From an optimization exercise on the open Yosys and OpenROAD flow, aimed at small area and a short achievable clock period; shortcuts taken in it are not production practice.
The RTL was checked by simulation tests, not by an equivalence proof against the original design.
No activity file was given, so power comes from the tool's default toggle rates.

==> flow/design.v <==
module microarch_trace_buffer #(
    parameter int          NUM_STAGES  = 4,
    parameter int          DE_IDX      = 1,
    parameter int          PC_W        = 32,
    parameter int          DEPTH       = 16,
    parameter int          TS_W        = 16,
    parameter logic [31:0] FINISH_INSN = 32'h00002013,
    localparam int         AW          = $clog2(DEPTH),
    localparam int         LVL_W       = AW + 1
) (
    input  logic                       clk,
    input  logic                       rst_n,
    input  logic                       if_req_i,
    input  logic [NUM_STAGES-1:0]      ev_valid_i,
    input  logic [NUM_STAGES*PC_W-1:0] ev_pc_i,
    input  logic [31:0]                de_insn_i,
    output logic                       rec_valid_o,
    input  logic                       rec_ready_i,
    output logic [NUM_STAGES-1:0]      rec_mask_o,
    output logic [NUM_STAGES*PC_W-1:0] rec_pc_o,
    output logic [31:0]                rec_insn_o,
    output logic [TS_W-1:0]            rec_cycle_o,
    output logic                       rec_lost_o,
    output logic [15:0]                drop_cnt_o,
    output logic [LVL_W-1:0]           level_o,
    output logic                       finish_o
);
    localparam int PC_LSB  = NUM_STAGES;
    localparam int INS_LSB = PC_LSB + NUM_STAGES * PC_W;
    localparam int CYC_LSB = INS_LSB + 32;
    localparam int ENT_W   = CYC_LSB + TS_W + 1;
    typedef enum logic [1:0] {S_RUN, S_ARMED, S_DRAIN, S_DONE} state_t;
    state_t                    state_q;
    logic                      finish_q;
    logic                      prev_req_q;
    logic [PC_W-1:0]           prev_pc_q;
    logic [TS_W-1:0]           cycle_q;
    logic [15:0]               drop_cnt_q, drop_cnt_d;
    logic                      lost_q;
    logic [AW-1:0]             wr_ptr_q, rd_ptr_q;
    logic [LVL_W-1:0]          count_q, count_d;
    logic [ENT_W-1:0]          mem_q [DEPTH];
    logic                      fetch_evt;
    logic [NUM_STAGES-1:0]     evt_mask;
    logic [NUM_STAGES*PC_W-1:0] evt_pc;
    logic [31:0]               evt_insn;
    logic                      any_evt, full, rec_valid, pop, push, drop;
    logic [ENT_W-1:0]          wr_ent, head;
    logic                      unused_ev0;
    assign unused_ev0 = ev_valid_i[0];
    assign fetch_evt = if_req_i && (!prev_req_q || (ev_pc_i[PC_W-1:0] != prev_pc_q));
    genvar gi;
    generate
        for (gi = 0; gi < NUM_STAGES; gi++) begin : g_lane
            if (gi == 0) begin : g_fetch
                assign evt_mask[gi] = fetch_evt;
            end else begin : g_stage
                assign evt_mask[gi] = ev_valid_i[gi];
            end
            assign evt_pc[gi*PC_W +: PC_W] = evt_mask[gi] ? ev_pc_i[gi*PC_W +: PC_W] : '0;
        end
    endgenerate
    assign evt_insn  = evt_mask[DE_IDX] ? de_insn_i : '0;
    assign any_evt   = |evt_mask;
    assign full      = (count_q == LVL_W'(DEPTH));
    assign rec_valid = (count_q != '0);
    assign pop       = rec_valid && rec_ready_i;
    assign push      = any_evt && (!full || pop);
    assign drop      = any_evt && !push;
    assign wr_ent    = {lost_q, cycle_q, evt_insn, evt_pc, evt_mask};
    assign count_d   = count_q + LVL_W'(push) - LVL_W'(pop);
    assign drop_cnt_d = (drop && (drop_cnt_q != 16'hFFFF)) ? drop_cnt_q + 16'd1 : drop_cnt_q;
    always_ff @(posedge clk) begin
        if (push) begin
            mem_q[wr_ptr_q] <= wr_ent;
        end
    end
    assign head = mem_q[rd_ptr_q];
    assign rec_valid_o = rec_valid;
    assign rec_mask_o  = rec_valid ? head[0 +: NUM_STAGES]             : '0;
    assign rec_pc_o    = rec_valid ? head[PC_LSB +: NUM_STAGES*PC_W]   : '0;
    assign rec_insn_o  = rec_valid ? head[INS_LSB +: 32]               : '0;
    assign rec_cycle_o = rec_valid ? head[CYC_LSB +: TS_W]             : '0;
    assign rec_lost_o  = rec_valid ? head[ENT_W-1]                     : 1'b0;
    assign drop_cnt_o         = drop_cnt_q;
    assign level_o            = count_q;
    assign finish_o           = finish_q;
    always_ff @(posedge clk or negedge rst_n) begin
        if (!rst_n) begin
            prev_req_q <= 1'b0;
            prev_pc_q  <= '0;
            cycle_q    <= '0;
            drop_cnt_q <= '0;
            lost_q     <= 1'b0;
            wr_ptr_q   <= '0;
            rd_ptr_q   <= '0;
            count_q    <= '0;
        end else begin
            prev_req_q <= if_req_i;
            prev_pc_q  <= ev_pc_i[PC_W-1:0];
            cycle_q    <= cycle_q + 1'b1;
            drop_cnt_q <= drop_cnt_d;
            count_q    <= count_d;
            if (push) begin
                wr_ptr_q <= wr_ptr_q + 1'b1;
                lost_q   <= 1'b0;
            end else if (drop) begin
                lost_q   <= 1'b1;
            end
            if (pop) begin
                rd_ptr_q <= rd_ptr_q + 1'b1;
            end
        end
    end
    always_ff @(posedge clk or negedge rst_n) begin
        if (!rst_n) begin
            state_q  <= S_RUN;
            finish_q <= 1'b0;
        end else begin
            case (state_q)
                S_RUN: begin
                    if (ev_valid_i[DE_IDX] && (de_insn_i == FINISH_INSN)) begin
                        state_q <= S_ARMED;
                    end
                end
                S_ARMED: begin
                    if (ev_valid_i[NUM_STAGES-1]) begin
                        state_q <= S_DRAIN;
                    end
                end
                S_DRAIN: begin
                    if ((count_q == '0) && !push) begin
                        state_q  <= S_DONE;
                        finish_q <= 1'b1;
                    end
                end
                default: begin
                    state_q  <= S_DONE;
                    finish_q <= 1'b1;
                end
            endcase
        end
    end
endmodule
==> flow/run.sh <==
#!/bin/bash
# synth_recipe.tcl (not shown) runs the flow's synth.tcl, then flattens the netlist and writes it again
# the make line also repeats each setting of config.mk as NAME=value (left out here)
make -C /OpenROAD-flow-scripts/flow DESIGN_CONFIG=/design/flow/config.mk WORK_HOME=/design/flow/orfs CLKGATE_MAP_FILE= SYNTH_SCRIPT=/design/flow/synth_recipe.tcl finish
==> flow/config.mk <==
export PLATFORM = sky130hd
export DESIGN_NAME = microarch_trace_buffer
export DESIGN_NICKNAME = microarch_trace_buffer
export VERILOG_FILES = /design/flow/design.v
export SDC_FILE = /design/flow/constraint.sdc
export NUM_CORES = 4
export LEC_CHECK = 0
export CAP_MARGIN = 20
export CORE_MARGIN = 2
export CORE_UTILIZATION = 40
export SLEW_MARGIN = 20
==> flow/constraint.sdc <==
create_clock -name core_clock -period 5.2 [get_ports {clk}]
set_input_delay 1.0400 -clock core_clock [delete_from_list [all_inputs] [get_ports {clk}]]
set_output_delay 1.0400 -clock core_clock [all_outputs]
set_load 0.01 [all_outputs]
==> impl_metrics.env <==
export IMPL_drt_initial_drc_count=5391
export IMPL_dp_slack_ns=0.5580
export IMPL_synthArstFlopShare=0.02754
export IMPL_worstMarginPinSlew_ns=1.054
export IMPL_required_ns=4.16
export IMPL_cts_buffers=320
export IMPL_synth_compound_area_frac=0.0007447
export IMPL_vias=52517
export IMPL_fin_skew_ns=0.07665
export IMPL_synthMuxAreaShare=0.1788
export IMPL_grt_usage=0.1913
export IMPL_numPortBuffers=370
export IMPL_synth_area_mm2=0.1142
export IMPL_setup_viol=0
export IMPL_post_route_cell_area_mm2=0.1348
export IMPL_ios=372
export IMPL_cp_start_kind="flip-flop"
export IMPL_yosys_cell_types_count=38
export IMPL_relSlewSlack=0.2911
export IMPL_n_fill_cell=22899
export IMPL_grt_pass1_wl_um=401000
export IMPL_grt_max_degree=99
export IMPL_critPathArrivalTime_ns=3.93
export IMPL_synthAdderAreaFrac=0.001599
export IMPL_cts_resized_gates=0
export IMPL_avgRoutedWirePerCell_um=29.75
export IMPL_clock_sinks=2978
export IMPL_run_status="no timing/DRC/antenna violations"
export IMPL_place_congestion=0.7456
export IMPL_cap_violations=0
export IMPL_multiInputGateArea_mm2=0.02420
export IMPL_r2r_start="prev_pc_q[16]$_DFF_PN0_"
export IMPL_crit_fanout=28
export IMPL_clockRootBuffer="clkbuf_16"
export IMPL_ys_warn_count=1
export IMPL_utilization=0.4735
export IMPL_intPower_mw=56.89
export IMPL_p_comb_frac=0.340
export IMPL_hold_viol=0
export IMPL_vdd_ir_drop_max_mv=0.3498
export IMPL_grt_pass1_vias=55120
export IMPL_synth_seq_cells=2978
export IMPL_switching_share=0.2997
export IMPL_ys_flop_type="edfxtp_1"
export IMPL_clk_pin_slew_worst_paths_ns=0.06
export IMPL_htree_levels=5
export IMPL_setup_ws_ns=0.2268
export IMPL_synth_edf_count=2896
export IMPL_p_switching_mw=24.35
export IMPL_clockBufferDepth=4
export IMPL_dp_hpwl_um=154100
export IMPL_overflow=0
export IMPL_seq_area_frac_synth=0.7792
export IMPL_syn_nets=4879
export IMPL_power_density_mw_per_mm2=602.5
export IMPL_slew_viol_final=0
export IMPL_cp_end_kind="output port"
export IMPL_min_path_type="in -> async"
export IMPL_synth_xor_area_share=0.005366
export IMPL_synth_top_family_by_area="multiplexers"
export IMPL_cts_tree="built"
export IMPL_dpl_instance_area_mm2=0.1247
export IMPL_power_leakage_nw=42.95
export IMPL_die_w_um=538.4
export IMPL_finalNetCount=5542
export IMPL_startpoint="rd_ptr_q[1]$_DFFE_PN0P_"
export IMPL_yosysTopAreaCell="edfxtp_1"
export IMPL_fmax_ghz=0.2011
export IMPL_syn_avg_cell_area_um2=24.32
export IMPL_drt_pass1_iter_count=5
export IMPL_clkPwrFrac=0.269
export IMPL_core_area_mm2=0.2847
export IMPL_synth_simple_area_share=0.02397
export IMPL_design_die_area_mm2=0.2899
export IMPL_clock_latency_ns=0.90
export IMPL_fin_crit_sh=0.9564
export IMPL_drive_gt1_frac=0.2851
export IMPL_synth_top_area_share=0.7612
export IMPL_regArea_mm2=0.08903
export IMPL_synth_most_common_cell="edfxtp_1"
export IMPL_seqPwrFrac=0.391
export IMPL_die_h_um=538.4
export IMPL_antenna_found_initial=34
export IMPL_antenna_left=0
export IMPL_yosys_top_cells_area="edfxtp_1, mux4_2, and2_1"
export IMPL_synthCells=4697
export IMPL_viasPerCell=5.604
export IMPL_area_growth_pct=18.01
export IMPL_initial_utilization=0.4013
export IMPL_rsz0062_at_grt="no"
export IMPL_synthTopCellsByCount="edfxtp_1, mux4_2, and2_1"
export IMPL_wirelength_um=278800
export IMPL_period_needed_ns=4.973
export IMPL_drc=0
export IMPL_rows=196
export IMPL_path_class="reg -> out"
cell type report:
class | instances | share of cell area
Multi-Input combinational cell | 1461 | 0.1795
Tap cell | 3762 | 0.03491
Antenna cell | 4 | 0.00007424
Sequential cell | 2978 | 0.6603
Clock inverter | 168 | 0.01119
Inverter | 16 | 0.0004455
Clock buffer | 399 | 0.06336
Timing Repair Buffer | 583 | 0.05015
state kept, by name (all words and copies together) (netlist names):
signal      cells
drop_cnt_q     16
wr_ptr_q        4
count_q         5
finish_q        1
lost_q          1
cycle_q        16
prev_pc_q      32
rd_ptr_q        4
mem_q        2896
state_q         2
prev_req_q      1
routing by layer:
metal  share of wire  track usage
met3           0.077      0.03635
met1            0.43       0.2777
met2            0.47       0.3005
met4           0.024      0.04599
met5         0.00038            0
power groups by stage:
stage	logic (mW)	registers [mW]	clock network, mW
after floorplan	16.0	32.2	0
after global placement	28.0	32.1	0
after detailed placement	28.1	32.4	0
after CTS	28.3	31.8	22.3
after global routing	29.3	32.1	23.2
final	27.6	31.8	21.8
worst paths after layout:
path                                                 to  slack, ns  depth (start not counted)
min in group core_clock            finish_q$_DFFE_PN0P_       0.48                          1
worst min-delay path               count_q[4]$_DFF_PN0_       0.17                          1
worst max-delay path                      rec_pc_o[122]       0.23                          6
worst min register to register     finish_q$_DFFE_PN0P_       0.48                          1
max in group asynchronous       prev_pc_q[12]$_DFF_PN0_       4.01                          2
worst max register to register     count_q[4]$_DFF_PN0_       1.77                         16
cells by family (layout without fill, tap and decap cells):
kind of cell               count (synthesis)  after routing
AOI/OAI and AO/OA                         10             10
muxes                                    909            909
adders and majority gates                 14             14
and+or+nand+nor                          458            458
xor gates and xnor gates                  70             70
DFF                                     2978           2978
buffers and inverters                    258           1166
other                                      0              4
critical path: stages (launching register included):
cell and delay [ns]:
dfrtp_4 0.78, buf_12 0.32, buf_4 0.36, mux4_2 0.37, mux4_2 0.53, and2_1 0.19
clkdlybuf4s50_1 0.47
stage by stage:
| stage | power [mW] | setup TNS (ns) | instances | hold WS, ns |
|---|---|---|---|---|
| 2_1_floorplan | 48.29 | -3247.09 | 4697 | 0.4461 |
| 3_3_place_gp | 60.14 | 0 | 8795 | 0.4570 |
| 3_5_place_dp | 60.42 | 0 | 8795 | 0.4540 |
| 4_1_cts | 82.43 | 0 | 9367 | 0.1120 |
| 5_1_grt | 84.54 | 0 | 9368 | 0.1496 |
| 6_report | 81.24 | 0 | 9371 | 0.1655 |
timing repair:
action	4_1_cts	5_1_grt
setup buffers	5	0
endpoints found under the setup margin	6	0
hold buffers	0	0
cells in the final DEF, fill, tap and decap left out, types with 61 or more instances in the layout:
master,n
clkdlybuf4s50_1,366
and2_1,342
mux4_2,905
clkinv_1,61
dfrtp_1,78
edfxtp_1,2896
buf_12,116
buf_4,99
clkbuf_16,326
clkbuf_1,62

-- separate check: timing with driven ports --
The results above use ideal ports. As a check the final layout listed here was re-extracted and re-timed, cells and wires unchanged. Step 1: set_driving_cell puts a clkbuf_16 on clk and a buf_2 on each other input, an assumption about the parent block. Step 2 times the ports against the registers' clock, not the clock port: input delays grow and output delays shrink by t, the midpoint of the rising clock arrivals with the driver on. Three values: ideal ports, drivers, drivers and shift; two values: the first two.
shift t [ns]: 0.955
slack for setup (ns): 0.227 / 0.129 / 0.582
worst slew at a driven data input, ns: 0.18
cell pins on the clock port's net: 1
After both steps setup and hold are still met in this run. For this run, drivers alone change the setup slack by -0.098 ns; drivers and shift together by +0.355 ns.
